From an optimization exercise on the open Yosys and OpenROAD flow, aimed at small area, a short achievable clock period and few clock cycles; shortcuts taken in it are not production practice. At most, simulation tests tie the RTL to the original design; equivalence was not proved. The RTL of run 3 was laid out without a check of its function. Power is estimated from default activity; no workload was simulated.

[flow/run.sh]
#!/bin/bash
# synth_recipe.tcl (not shown) runs the flow's synth.tcl, then flattens the netlist and writes it again
# the make line also repeats each setting of config.mk as NAME=value (left out here)
make -C /OpenROAD-flow-scripts/flow DESIGN_CONFIG=/design/flow/config.mk WORK_HOME=/design/flow/orfs CLKGATE_MAP_FILE= SYNTH_SCRIPT=/design/flow/synth_recipe.tcl finish
[flow/config.mk]
export PLATFORM = sky130hd
export DESIGN_NAME = serial_sorter
export DESIGN_NICKNAME = serial_sorter
export VERILOG_FILES = /design/flow/design.v
export SDC_FILE = /design/flow/constraint.sdc
export NUM_CORES = 4
export LEC_CHECK = 0
export CAP_MARGIN = 20
export CORE_MARGIN = 2
export CORE_UTILIZATION = 40
export SETUP_SLACK_MARGIN = 2
export SLEW_MARGIN = 20
[flow/constraint.sdc]
create_clock -name core_clock -period 5.0 [get_ports {clk}]
set_input_delay 1.0000 -clock core_clock [delete_from_list [all_inputs] [get_ports {clk}]]
set_output_delay 1.0000 -clock core_clock [all_outputs]
set_load 0.01 [all_outputs]
[flow/design.v]
module serial_sorter #(
  parameter int unsigned WIDTH  = 32,
  parameter int unsigned DEPTH  = 16,
  parameter bit          SIGNED = 1'b1
) (
  input  logic             clk,
  input  logic             rst_n,
  input  logic [WIDTH-1:0] data_serial_i,
  input  logic             data_valid_i,
  input  logic             data_last_i,
  input  logic             descending_i,
  output logic             data_ready_o,
  input  logic             out_ready_i,
  output logic [WIDTH-1:0] data_serial_o,
  output logic             data_valid_o,
  output logic             data_last_o,
  output logic             busy_o
);
  logic             in_v_q;
  logic [WIDTH-1:0] in_d_q;
  logic             in_last_q;
  logic             in_desc_q;
  logic [DEPTH-1:0][WIDTH-1:0] c_q;
  logic [DEPTH-1:0] occ_q;    
  logic [DEPTH-1:0] open_q;   
  logic [DEPTH-1:0] last_q;   
  logic             desc_q;   
  logic             run_q;    
  logic             pop, room, ins, close, accept, core_ready;
  logic [DEPTH-1:0] after;    
  logic [DEPTH-1:0] mv;       
  logic [DEPTH-1:0] put;      
  function automatic logic goes_after(input logic [WIDTH-1:0] a,
                                      input logic [WIDTH-1:0] b,
                                      input logic             desc);
    logic [WIDTH-1:0] ua, ub, g, l;
    ua = a;
    ub = b;
    if (SIGNED) begin
      ua[WIDTH-1] = ~a[WIDTH-1];
      ub[WIDTH-1] = ~b[WIDTH-1];
    end
    g = ua & ~ub;
    l = ~ua & ub;
    for (int s = 1; s < int'(WIDTH); s = s * 2) begin
      for (int j = 0; j + s < int'(WIDTH); j = j + 2 * s) begin
        g[j] = g[j+s] | (~l[j+s] & g[j]);
        l[j] = l[j+s] | (~g[j+s] & l[j]);
      end
    end
    goes_after = g[0] ^ desc;
  endfunction
  assign data_valid_o  = occ_q[DEPTH-1] & ~open_q[DEPTH-1];
  assign data_serial_o = c_q[DEPTH-1];
  assign data_last_o   = last_q[DEPTH-1];
  assign pop        = data_valid_o & out_ready_i;
  assign room       = ~(&occ_q) | pop;
  assign ins        = in_v_q & room;
  assign close      = ins & (in_last_q | open_q[DEPTH-2]);
  assign core_ready = ~in_v_q | room;
  assign data_ready_o = run_q & core_ready;
  assign busy_o       = run_q & ~core_ready;
  assign accept     = data_valid_i & data_ready_o;
  logic [DEPTH-1:0] hole_above;  
  logic [DEPTH-1:0] from_below;   
  logic [DEPTH-1:0] keep;         
  always_comb begin
    for (int i = 0; i < int'(DEPTH); i++)
      after[i] = open_q[i] & goes_after(c_q[i], in_d_q, desc_q);
    hole_above[DEPTH-1] = 1'b0;
    for (int i = int'(DEPTH) - 2; i >= 0; i--)
      hole_above[i] = hole_above[i+1] | ~occ_q[i+1];
    for (int i = 0; i < int'(DEPTH); i++)
      mv[i] = occ_q[i] & (open_q[i] ? (ins & ~after[i]) : (hole_above[i] | pop));
    put[0] = ins & ~after[0];
    for (int i = 1; i < int'(DEPTH); i++)
      put[i] = ins & after[i-1] & ~after[i];
    from_below[0] = 1'b0;
    for (int i = 1; i < int'(DEPTH); i++)
      from_below[i] = mv[i-1];
    keep = ~(from_below | put);
  end
  always_ff @(posedge clk or negedge rst_n) begin
    if (!rst_n) begin
      run_q  <= 1'b0;
      in_v_q <= 1'b0;
      occ_q  <= '0;
      open_q <= '0;
      desc_q <= 1'b0;
    end else begin
      run_q <= 1'b1;
      if (accept)   in_v_q <= 1'b1;
      else if (ins) in_v_q <= 1'b0;
      if (ins && !open_q[0]) desc_q <= in_desc_q;
      occ_q  <= from_below | put | (occ_q & ~mv);
      open_q <= ((from_below & (open_q << 1)) | put | (open_q & ~mv)) & {DEPTH{~close}};
    end
  end
  always_ff @(posedge clk) begin
    if (accept) begin
      in_d_q    <= data_serial_i;
      in_last_q <= data_last_i;
      in_desc_q <= descending_i;
    end
    for (int i = 0; i < int'(DEPTH); i++) begin
      c_q[i] <= ({WIDTH{from_below[i]}} & c_q[(i + int'(DEPTH) - 1) % int'(DEPTH)])
              | ({WIDTH{put[i]}}        & in_d_q)
              | ({WIDTH{keep[i]}}       & c_q[i]);
    end
    last_q <= (from_below & (last_q << 1))
            | (put & {{(DEPTH-1){1'b0}}, close})
            | (keep & (last_q | {{(DEPTH-1){1'b0}}, close}));
  end
endmodule
==> impl_metrics.json, run 1 <==
{
  "routed_via_density": 6.294,
  "cts_hold_buf": 0,
  "leakage_nw": 18.87,
  "cp_data_required_time_ps": 5500,
  "worstHoldStart": "last_q[0]",
  "start_kind": "flop",
  "reg2reg_slack_ps": 1040,
  "worstPathCellList": "buf_6, buf_12, nor2b_4, maj3_2, maj3_2, maj3_2, o21a_4, o31ai_4, maj3_2, o21ai_4, a31oi_4, buf_12, buf_6, o21a_1, nor3_4, buf_12, buf_12, a221o_1",
  "first_pass_iters": 6,
  "max_cap_viol_count": 0,
  "netlist_instances": 3854,
  "crit_path_top_delay_cell": "edfxtp_1",
  "nets": 4236,
  "ctsRootBufferMaster": "clkbuf_16",
  "synth_async_sr_flop_share_pct": 5.863,
  "synth_edf_count": 66,
  "drc": 0,
  "h-tree-depth": 3,
  "netlist_area_um2": 34390,
  "core-area_um2": 85150,
  "maxSlewViolCount": 0,
  "drt-initial-drc-count": 3627,
  "die_area_um2": 88350,
  "totalPowerFinal_w": 0.03047,
  "grt_start_max_net_pins": 41,
  "ys_seq_area_share_pct": 37.18,
  "status": "timing/DRC/antenna clean",
  "setup_viol": 0,
  "gp_congestion": 0.9077,
  "fin_setup_tns_ps": 0,
  "grt_overflow": 0,
  "max_slew_margin_pct": 19.78,
  "worst_setup_hold_path_clk_slew_ps": 60,
  "cts_sinks": 597,
  "mostFrequentLayoutCell": "dfxtp_1",
  "crit_buf_inv": 6,
  "crit_cells": 18,
  "synthFlopType": "dfxtp_1",
  "ys_ff_latch": 597,
  "power.density_nw_per_um2": 623.4,
  "syn_nets": 3892,
  "vias": 34007,
  "reg2reg_depth": 18,
  "antenna_found_initial": 2,
  "worst_slew_pin_slew_ps": 1203,
  "clock_skew_ps": 27.26,
  "hold_violations": 0,
  "synth.distinct_cells": 103,
  "utilization_pct": 57.41,
  "crit_type": "reg2reg",
  "die_w_um": 297.2,
  "pin_count": 74,
  "hp-class": "reg2reg",
  "grtUsageTotal_pct": 29.79,
  "rsz0062_at_grt": "true",
  "irDropWorstVdd_mv": 0.3352,
  "io_buffer_count": 73,
  "finalCritPeriodShare_pct": 79.27,
  "ant_nets": 0,
  "clock_latency_ps": 640,
  "cpPeakStageDelay_ps": 340,
  "period_needed_ps": 3964,
  "tritoncts": "done",
  "ys_warn_count": 1,
  "layout_common_cells": "dfxtp_1 (495), maj3_1 (276), inv_1 (234), buf_4 (204), a221o_1 (187)",
  "end_kind": "flop",
  "cts_buffer_depth": 3,
  "start_util_pct": 40.39,
  "avgSynthCellArea_um2": 8.924,
  "hold_end": "last_q[0]",
  "first_global_vias": 31287,
  "critPathMaxFanout": 17,
  "crit-reg2reg-launch": "in_d_q[4]",
  "num_rows": 107,
  "cpLargestDelayFamily": "compound AO/OA/AOI/OAI gates",
  "die_h_um": 297.2,
  "whs_path_depth": 2,
  "dp_hpwl_mm": 81.54,
  "cp.arrival_ps": 4460,
  "grt_pass1_wl_mm": 203.0,
  "drive_above_1_share_pct": 32.13,
  "r2r-end": "c_q[181]",
  "syn_to_final_growth_pct": 42.13,
  "fmax_mhz": 252.3,
  "wl_per_cell_um": 26.60,
  "cts_made_buffers": 72,
  "finalWirelength_mm": 143.7
}
==> area by class of cell <==
| class | instances | area [um^2] |
|---|---|---|
| fillers | 7052 | 36260 |
| multi-input cells | 2640 | 22440 |
| flip-flops and latches | 597 | 12790 |
| repair buffers | 624 | 8656 |
| clock buffers | 115 | 2291 |
| well taps | 1144 | 1431 |
| inverters | 261 | 1084 |
| clock inverters | 19 | 155.1 |
| repair inverters | 2 | 40.04 |
| diodes | 1 | 2.502 |
==> kinds of logic after synthesis <==
kind of cell               Yosys count  synth area share [%]
AOI/OAI and AO/OA                 1303                 29.03
xor gates and xnor gates            15                0.4366
adders and majority gates          374                 10.97
buffers and inverters              625                 8.141
DFF                                597                 37.18
muxes                               12                0.3638
other                                1               0.01090
and+or+nand+nor                    927                 13.87
==> sequential cells by signal (all words and copies together) (netlist names), named ones only <==
register,count
in_v_q,1
last_q,16
c_q,480
in_desc_q,1
run_q,1
in_d_q,32
occ_q,16
desc_q,1
in_last_q,1
open_q,16
==> synthesized netlist by cell type (all sizes together) (87+ instances only) <==
master  instances  share of area (%)
a21o          170                3.7
clkbuf        179                2.0
nand2b        155                2.8
nor3           94                1.4
a22o          168                4.3
a21oi         145                2.1
nand3          87                1.3
o21ai         204                3.0
a221o         187                5.4
nor2b         139                2.5
nand2         147                1.6
nor2          202                2.3
maj3          374                 11
inv           254                2.8
buf           185                3.3
dfxtp         496                 29
==> routing by layer <==
metal	GRT usage [%]	wire length, um
met5	0	12
met4	9.812	5457
met3	5.792	14140
met2	45.24	62640
met1	42.24	61470
==> tightest hold or removal path: cells and delay by family, from the launching register on <==
| kind | cells | cell delay (ps) |
|---|---|---|
| DFF | 1 | 310 |
| AOI/OAI and AO/OA | 1 | 70 |
| buffers and inverters | 1 | 40 |
==> report_power, final <==
part	total [W]	switching (W)	internal (W)
clock network	0.00547	0.00223	0.00325
registers	0.00880	0.00208	0.00672
logic	0.0162	0.00800	0.00820
total	0.0305	0.0123	0.0182
==> through the flow <==
stage	worst slack (ps)	hold WS (ps)	instance area [um^2]	cells
CTS	1135	463.2	46300	5317
detailed placement	689.3	455.3	37240	4860
global placement	652.3	451.2	37240	4860
finish	1036	465.3	48880	5403
global route	961.5	492.6	48880	5402
floorplan	1533	420.6	36360	3854
==> worst max path at each step <==
stage	end	start
after global placement	c_q[107]	in_d_q[17]
after detailed placement	c_q[108]	in_d_q[17]
after CTS	c_q[43]	in_d_q[4]
after global routing	c_q[178]	in_d_q[4]
after floorplan	c_q[45]	in_d_q[4]
final	c_q[181]	in_d_q[4]
==> what timing repair did <==
item,CTS,global route
setup buffers,234,64
resized for setup,597,343
hold endpoints to repair,0,0
pin swaps,180,196
endpoints found under the setup margin,578,561
cloned,89,21
Testbench counts, summed over its fixed seeds: cycles 3,992.
==> run 2: changes to the inputs <==
--- a/flow/config.mk
+++ b/flow/config.mk
@@ -10,3 +10,3 @@
 export CORE_UTILIZATION = 40
-export SETUP_SLACK_MARGIN = 2
+export SETUP_SLACK_MARGIN = 3
 export SLEW_MARGIN = 20
==> impl_metrics.json, run 2 <==
{
  "antenna_found_initial": 1,
  "finalCritPeriodShare_pct": 79.92,
  "synth_edf_count": 66,
  "synth.distinct_cells": 103,
  "clock_skew_ps": 34.41,
  "hold_violations": 0,
  "reg2reg_slack_ps": 1000,
  "cp-startpoint": "in_d_q[4]",
  "mostFrequentLayoutCell": "dfxtp_1",
  "dp_hpwl_mm": 79.15,
  "synth.top_cells.by_count": "dfxtp_1 (496), maj3_1 (351), inv_1 (243)",
  "syn_to_final_growth_pct": 45.21,
  "yosysMostFrequentCell": "dfxtp_1",
  "ys_seq_area_share_pct": 37.18,
  "syn_nets": 3892,
  "switchingPower_w": 0.01252,
  "fillers": 6899,
  "cts_made_buffers": 73,
  "max_cap_viol_count": 0,
  "ys_warn_count": 1,
  "netlist_area_um2": 34390,
  "cts_buffer_depth": 3,
  "crit_type": "reg2reg",
  "power.density_nw_per_um2": 616.8,
  "cts_sinks": 597,
  "h-tree-depth": 3,
  "p_seq_share_pct": 28.4,
  "finalWirelength_mm": 148.2,
  "cp_data_required_time_ps": 5510,
  "leakage_nw": 19.51,
  "p_int_w": 0.01829,
  "critPathMaxFanout": 7,
  "nets": 4311,
  "pin_count": 74,
  "largest_reg_flops": 480,
  "wl_per_cell_um": 27.08,
  "ant_nets": 0,
  "setup_viol": 0,
  "worstHoldStart": "last_q[11]",
  "grtUsageTotal_pct": 29.93,
  "die_h_um": 297.2,
  "gp_congestion": 0.8806,
  "start_util_pct": 40.39,
  "drt-initial-drc-count": 4091,
  "multi_input_comb_area_um2": 22700,
  "netlist_instances": 3854,
  "fin_setup_tns_ps": 0,
  "max_slew_margin_pct": 28.86,
  "die_area_um2": 88350,
  "switching_share_pct": 40.64,
  "fmax_mhz": 250.2,
  "power.share.clock_pct": 17.6,
  "final_cells": 5473,
  "grt_pass1_wl_mm": 205.6,
  "io_buffer_count": 73,
  "cp.arrival_ps": 4510,
  "worst_slew_pin_slew_ps": 1059,
  "cts_hold_buf": 0,
  "clock_latency_ps": 650,
  "largest-register": "c_q",
  "totalPowerFinal_w": 0.03080,
  "first_pass_iters": 7,
  "yosys-top-cells-area": "dfxtp_1 (29%), maj3_1 (10%), edfxtp_1 (5.8%)",
  "synthFlopType": "dfxtp_1",
  "regArea_um2": 12900,
  "tritoncts": "done",
  "vias": 34898,
  "synth_async_sr_flop_share_pct": 5.863,
  "maxSlewViolCount": 0,
  "p_comb_share_pct": 54.0,
  "ctsRootBufferMaster": "clkbuf_16",
  "period_needed_ps": 3996,
  "yosys.area.top_type": "dfxtp_1",
  "irDropWorstVdd_mv": 0.3077,
  "crit-reg2reg-launch": "in_d_q[4]",
  "drc": 0,
  "diodes": 0,
  "routed_via_density": 6.376,
  "hp-class": "reg2reg",
  "grt_start_max_net_pins": 39,
  "dp.cells": 4863,
  "core-area_um2": 85150,
  "layout_common_cells": "dfxtp_1 (463), maj3_1 (270), buf_4 (242), inv_1 (233), a221o_1 (187)",
  "largestRegisters": "c_q (480), in_d_q (32)",
  "avgSynthCellArea_um2": 8.924,
  "drive_above_1_share_pct": 34.21,
  "worst_setup_hold_path_clk_slew_ps": 60,
  "netlist.area_leader.share_pct": 28.87,
  "status": "timing/DRC/antenna clean",
  "rsz0062_at_grt": "true",
  "grt_overflow": 0,
  "ys_ff_latch": 597,
  "start_kind": "flop",
  "first_global_vias": 32284,
  "die_w_um": 297.2,
  "num_rows": 107,
  "end_kind": "flop"
}
-- run 2: through the flow --
step                setup slack [ps]  utilization [%]  cell area [um^2]  hold WS [ps]
CTS                             1168            54.81             46670         460.1
finish                          1004            58.66             49950         466.1
global route                   930.8            58.66             49950         475.9
global placement               625.5            43.74             37240         446.9
detailed placement             673.9            43.74             37240         446.1
floorplan                       1533                -             36460         420.6
-- run 2: path summary, 6_finish.rpt --
path	endpoint	cells after the start
min reg2reg	last_q[12]	2
max reg2reg	c_q[305]	16
max	c_q[305]	16
max in group asynchronous	occ_q[7]	1
min	last_q[12]	2
min in group asynchronous	run_q	1
-- run 2: final cells by class --
| type | count | share of cell area [%] |
|---|---|---|
| inverter | 261 | 2.164 |
| tap | 1144 | 2.866 |
| clock buffer | 125 | 4.710 |
| sequential | 597 | 25.83 |
| multi-input combinational | 2654 | 45.44 |
| clock inverter | 6 | 0.07265 |
| timing repair buffer | 683 | 18.85 |
| timing repair inverter | 3 | 0.06513 |
-- run 2: critical path: stages, from the launching register on --
cell,delay (ps)
edfxtp_1,390
buf_6,170
buf_6,120
nor2b_2,40
maj3_2,290
maj3_2,290
a221o_1,400
a221oi_2,280
o221ai_2,200
a211oi_2,360
xnor2_2,200
nand2_4,140
a211oi_4,380
buf_8,190
nor2_4,90
clkbuf_16,180
a21o_1,170
-- run 2: cell families after synthesis --
logic type               after synthesis  synth area share [%]
other                                  1               0.01090
multiplexers                          12                0.3638
adder cells (fa/ha/maj)              374                 10.97
AND/OR/NAND/NOR                      927                 13.87
flip-flops                           597                 37.18
buffers and inverters                625                 8.141
XOR/XNOR                              15                0.4366
AO/OA/AOI/OAI                       1303                 29.03
-- run 2: routing by layer --
layer | routed length (um) | vias up | global-route usage (%)
met3 | 15030 | 487 | 5.361
li1 | - | 15258 | -
met1 | 61720 | 17107 | 41.24
met4 | 8102 | 0 | 13.04
met5 | 0 | - | 0
met2 | 63360 | 2046 | 45.79
-- run 2: timing repair --
| action | CTS | global route |
|---|---|---|
| buffers inserted | 259 | 91 |
| pin swaps | 153 | 176 |
| resized for setup | 836 | 365 |
| endpoints found under the setup margin | 632 | 631 |
| cloned | 94 | 35 |
-- run 2: power groups by stage --
stage | registers [W] | clock network, W | logic [W]
final | 0.00875 | 0.00543 | 0.0166
after floorplan | 0.00796 | 0 | 0.00871
after global placement | 0.00866 | 0 | 0.00992
after CTS | 0.00859 | 0.00542 | 0.0141
after detailed placement | 0.00864 | 0 | 0.0101
after global routing | 0.00896 | 0.00565 | 0.0174
==> run 3: changes to the inputs <==
--- a/flow/design.v
+++ b/flow/design.v
@@ -18,2 +18,6 @@
 );
+  logic             pre_v_q;
+  logic [WIDTH-1:0] pre_d_q;
+  logic             pre_last_q;
+  logic             pre_desc_q;
   logic             in_v_q;
@@ -22,2 +26,3 @@
   logic             in_desc_q;
+  logic [DEPTH-1:0] gt_q;     
   logic [DEPTH-1:0][WIDTH-1:0] c_q;
@@ -28,9 +33,13 @@
   logic             run_q;    
-  logic             pop, room, ins, close, accept, core_ready;
-  logic [DEPTH-1:0] after;    
-  logic [DEPTH-1:0] mv;       
-  logic [DEPTH-1:0] put;      
-  function automatic logic goes_after(input logic [WIDTH-1:0] a,
-                                      input logic [WIDTH-1:0] b,
-                                      input logic             desc);
+  logic             pop, room, ins, adv, close, accept, core_ready, gt_in;
+  logic [DEPTH-1:0] gt_pre;       
+  logic [DEPTH-1:0] gt_src;
+  logic [DEPTH-1:0] after;        
+  logic [DEPTH-1:0] mv;           
+  logic [DEPTH-1:0] put;          
+  logic [DEPTH-1:0] hole_above;   
+  logic [DEPTH-1:0] from_below;   
+  logic [DEPTH-1:0] keep;         
+  function automatic logic greater(input logic [WIDTH-1:0] a,
+                                   input logic [WIDTH-1:0] b);
     logic [WIDTH-1:0] ua, ub, g, l;
@@ -50,3 +59,3 @@
     end
-    goes_after = g[0] ^ desc;
+    greater = g[0];
   endfunction
@@ -58,4 +67,5 @@
   assign ins        = in_v_q & room;
+  assign adv        = pre_v_q & (~in_v_q | room);
   assign close      = ins & (in_last_q | open_q[DEPTH-2]);
-  assign core_ready = ~in_v_q | room;
+  assign core_ready = ~pre_v_q | ~in_v_q | room;
   assign data_ready_o = run_q & core_ready;
@@ -63,8 +73,8 @@
   assign accept     = data_valid_i & data_ready_o;
-  logic [DEPTH-1:0] hole_above;  
-  logic [DEPTH-1:0] from_below;   
-  logic [DEPTH-1:0] keep;         
+  assign gt_in      = greater(in_d_q, pre_d_q);
   always_comb begin
-    for (int i = 0; i < int'(DEPTH); i++)
-      after[i] = open_q[i] & goes_after(c_q[i], in_d_q, desc_q);
+    for (int i = 0; i < int'(DEPTH); i++) begin
+      gt_pre[i] = greater(c_q[i], pre_d_q);
+      after[i]  = open_q[i] & (gt_q[i] ^ desc_q);
+    end
     hole_above[DEPTH-1] = 1'b0;
@@ -81,2 +91,3 @@
     keep = ~(from_below | put);
+    gt_src = adv ? gt_pre : gt_q;
   end
@@ -84,10 +95,13 @@
     if (!rst_n) begin
-      run_q  <= 1'b0;
-      in_v_q <= 1'b0;
-      occ_q  <= '0;
-      open_q <= '0;
-      desc_q <= 1'b0;
+      run_q   <= 1'b0;
+      pre_v_q <= 1'b0;
+      in_v_q  <= 1'b0;
+      occ_q   <= '0;
+      open_q  <= '0;
+      desc_q  <= 1'b0;
     end else begin
       run_q <= 1'b1;
-      if (accept)   in_v_q <= 1'b1;
+      if (accept)   pre_v_q <= 1'b1;
+      else if (adv) pre_v_q <= 1'b0;
+      if (adv)      in_v_q <= 1'b1;
       else if (ins) in_v_q <= 1'b0;
@@ -100,6 +114,12 @@
     if (accept) begin
-      in_d_q    <= data_serial_i;
-      in_last_q <= data_last_i;
-      in_desc_q <= descending_i;
+      pre_d_q    <= data_serial_i;
+      pre_last_q <= data_last_i;
+      pre_desc_q <= descending_i;
     end
+    if (adv) begin
+      in_d_q    <= pre_d_q;
+      in_last_q <= pre_last_q;
+      in_desc_q <= pre_desc_q;
+    end
+    gt_q <= (from_below & (gt_src << 1)) | (put & {DEPTH{gt_in}}) | (keep & gt_src);
     for (int i = 0; i < int'(DEPTH); i++) begin
--- a/flow/config.mk
+++ b/flow/config.mk
@@ -10,3 +10,3 @@
 export CORE_UTILIZATION = 40
-export SETUP_SLACK_MARGIN = 3
+export SETUP_SLACK_MARGIN = 2.5
 export SLEW_MARGIN = 20
==> impl_metrics.json, run 3 <==
{
  "clock_skew_ps": 40.78,
  "worst_slew_pin_slew_ps": 2890,
  "power.density_nw_per_um2": 655.0,
  "leakage_nw": 19.94,
  "p_int_w": 0.01778,
  "ys_warn_count": 1,
  "setup_viol": 0,
  "yosysMostFrequentCell": "nand2_1",
  "cts_made_buffers": 76,
  "core-area_um2": 88510,
  "tritoncts": "done",
  "holdWs_ps": 436.6,
  "status": "finished with violations",
  "switching_share_pct": 46.32,
  "wl_per_cell_um": 34.15,
  "hp-class": "reg2reg",
  "synth_async_sr_flop_share_pct": 5.556,
  "p_seq_share_pct": 31.5,
  "ys_seq_area_share_pct": 39.52,
  "start_util_pct": 40.46,
  "wl_met2_mm": 78.77,
  "yosys-top-cells-area": "dfxtp_1 (29%), nand2_1 (11%), a22oi_1 (9.9%)",
  "drc": 0,
  "yosys.area.top_type": "dfxtp_1",
  "pin_count": 74,
  "start_kind": "flop",
  "num_rows": 109,
  "grt_overflow": 0,
  "drt-initial-drc-count": 6864,
  "finalWirelength_mm": 206.8,
  "synth.top_cells.by_count": "nand2_1 (1039), dfxtp_1 (512), a22oi_1 (471)",
  "antenna_found_initial": 19,
  "ant_nets": 0,
  "max_cap_viol_count": 2,
  "top_layer_used": "met5",
  "fin_setup_tns_ps": 0,
  "synth.distinct_cells": 96,
  "cts_sinks": 648,
  "syn_to_final_growth_pct": 41.21,
  "hold_violations": 0,
  "end_kind": "flop",
  "synthFlopType": "dfxtp_1",
  "multi_input_comb_area_um2": 23310,
  "largest-register": "c_q",
  "first_global_vias": 35873,
  "cp.arrival_ps": 4660,
  "dr_wl_met3_mm": 34.07,
  "synth_edf_count": 100,
  "largest_reg_flops": 480,
  "failed_checks": "max-capacitance violations, max-slew violations",
  "rsz0062_at_grt": "true",
  "syn_nets": 4551,
  "nets": 4858,
  "critPathMaxFanout": 7,
  "max_slew_margin_pct": -94.67,
  "h-tree-depth": 3,
  "netlist_instances": 4513,
  "wl_met1_mm": 69.77,
  "crit_type": "reg2reg",
  "fmax_mhz": 244.1,
  "power.share.clock_pct": 17.9,
  "worst_setup_hold_path_clk_slew_ps": 70,
  "netlist.area_leader.share_pct": 28.62,
  "p_comb_share_pct": 50.6,
  "cp_data_required_time_ps": 5560,
  "gp_congestion": 1.022,
  "first_pass_iters": 9,
  "clock_latency_ps": 680,
  "drive_above_1_share_pct": 32.42,
  "switchingPower_w": 0.01534,
  "irDropWorstVdd_mv": 0.3345,
  "cts_buffer_depth": 3,
  "layout_common_cells": "nand2_1 (704), dfxtp_1 (488), a22oi_2 (295), a21oi_1 (265), nand2_2 (252)",
  "fillers": 7437,
  "routed_via_density": 6.833,
  "maxSlewViolCount": 7,
  "period_needed_ps": 4097,
  "mostFrequentLayoutCell": "nand2_1",
  "die_w_um": 303.2,
  "avgSynthCellArea_um2": 7.936,
  "grtUsageTotal_pct": 38.24,
  "regArea_um2": 14210,
  "finalCritPeriodShare_pct": 81.93,
  "dp_hpwl_mm": 105.8,
  "io_buffer_count": 73,
  "vias": 41375,
  "die_h_um": 303.2,
  "grt_start_max_net_pins": 39,
  "grt_pass1_wl_mm": 256.2,
  "netlist_area_um2": 35810,
  "die_area_um2": 91950,
  "ys_ff_latch": 648,
  "largestRegisters": "c_q (480), in_d_q (32), pre_d_q (32)",
  "ctsRootBufferMaster": "clkbuf_16",
  "cts_hold_buf": 0
}
==> run 3: cell count changes after synthesis, sizes merged, moves of 73 or more <==
| cell | change |
|---|---|
| a221o | -113 |
| a22o | -153 |
| nand2 | +894 |
| nand2b | -73 |
| a22oi | +386 |
| maj3 | -237 |
| a21oi | +140 |
| o21ai | +75 |
| a21o | -122 |
==> run 3: worst paths after layout <==
kind                       slack (ps)        from  cells past startpoint        end
min reg2reg                       440  pre_desc_q                      0  in_desc_q
max reg2reg                       900   open_q[7]                      9    gt_q[7]
max in group asynchronous        3830       rst_n                      1     desc_q
min in group asynchronous         470       rst_n                      1  open_q[4]
max                               900   open_q[7]                      9    gt_q[7]
min                               440  pre_desc_q                      0  in_desc_q
==> run 3: per-stage QoR <==
stage	utilization (%)	power, W	cell area (um^2)	worst slack [ps]	instances
after floorplan	-	0.01608	37950	1674	4513
after global placement	43.82	0.01931	38790	288.9	5535
after detailed placement	43.82	0.01946	38790	223.7	5535
after CTS	51.94	0.02807	45970	1263	5901
after global routing	57.13	0.03372	50560	944.5	6051
final	57.14	0.03312	50570	903.4	6055
==> run 3: repair_timing <==
action                                  CTS  global route
gates resized for setup                 492           721
setup buffers                           171           101
pin swaps                                94           309
endpoints found under the setup margin  677           645
cloned                                   54            46
==> run 3: metal layers <==
layer,up-vias,global-route usage (%)
met5,-,0
met3,1249,11.06
met1,19603,48.18
li1,16990,-
met2,3509,54.44
met4,24,30.48
==> run 3: critical path: stages (launching register included) <==
cell and delay [ps]:
dfrtp_1 520, nand2_1 120, nand2_1 60, o21ai_0 2150, and3_4 550, nor2_4 80
buf_8 170, buf_6 150, a22oi_2 120, nand2_1 60
==> run 3: cell type report <==
class                      instances  area share (%)
tap                             1165           2.882
timing repair inverter             2         0.01732
antenna                            7         0.03464
clock buffer                     111           4.488
clock inverter                    30          0.6037
multi-input combinational       3274           46.10
sequential                       648           28.10
inverter                         213           1.729
timing repair buffer             605           16.04
==> run 3: cell families after synthesis <==
logic type / Yosys count / synth area share [%]
flip-flops: 648 / 39.52
AO/OA/AOI/OAI: 1601 / 30.55
XOR/XNOR: 16 / 0.3913
adder cells (fa/ha/maj): 137 / 3.860
multiplexers: 1 / 0.03144
AND/OR/NAND/NOR: 1501 / 18.19
buffers and inverters: 608 / 7.438
other: 1 / 0.01047
==> run 3: power by group through the flow <==
stage                     Combinational, W  Clock, W  Sequential (W)
after floorplan                    0.00706         0         0.00902
after global placement             0.00941         0         0.00990
after detailed placement           0.00955         0         0.00991
after CTS                           0.0123   0.00590         0.00988
after global routing                0.0170   0.00611          0.0106
final                               0.0168   0.00594          0.0104

[static timing again, ports no longer ideal]
Ports are ideal in the flow. The routed layouts listed here were re-timed in OpenROAD. Step 1 (the two cells are an assumption about what drives the block):
set clk [get_ports {clk}]
set_driving_cell -lib_cell sky130_fd_sc_hd__clkbuf_16 $clk
set_driving_cell -lib_cell sky130_fd_sc_hd__buf_2 [delete_from_list [all_inputs] $clk]
Step 2 moves the port delays by t, midway between the first and last clock arrival at a register: inputs arrive t later, outputs are due t later. That takes back most of the time a late clock gives input paths. a / b / c = no drivers / after step 1 / after step 2; a / b = the first two.
run	t, ns	setup WS [ns]	clock arrival spread, ns
run 1	0.690	1.036 / 1.036 / 0.619	0.028 / 0.028
run 2	0.699	1.004 / 1.004 / 1.004	0.035 / 0.036
run 3	0.726	0.903 / 0.903 / 0.903	0.041 / 0.041
The setup slack of run 1, which loses most, moves by 0.000 ns with the drivers and by -0.417 ns with both steps.
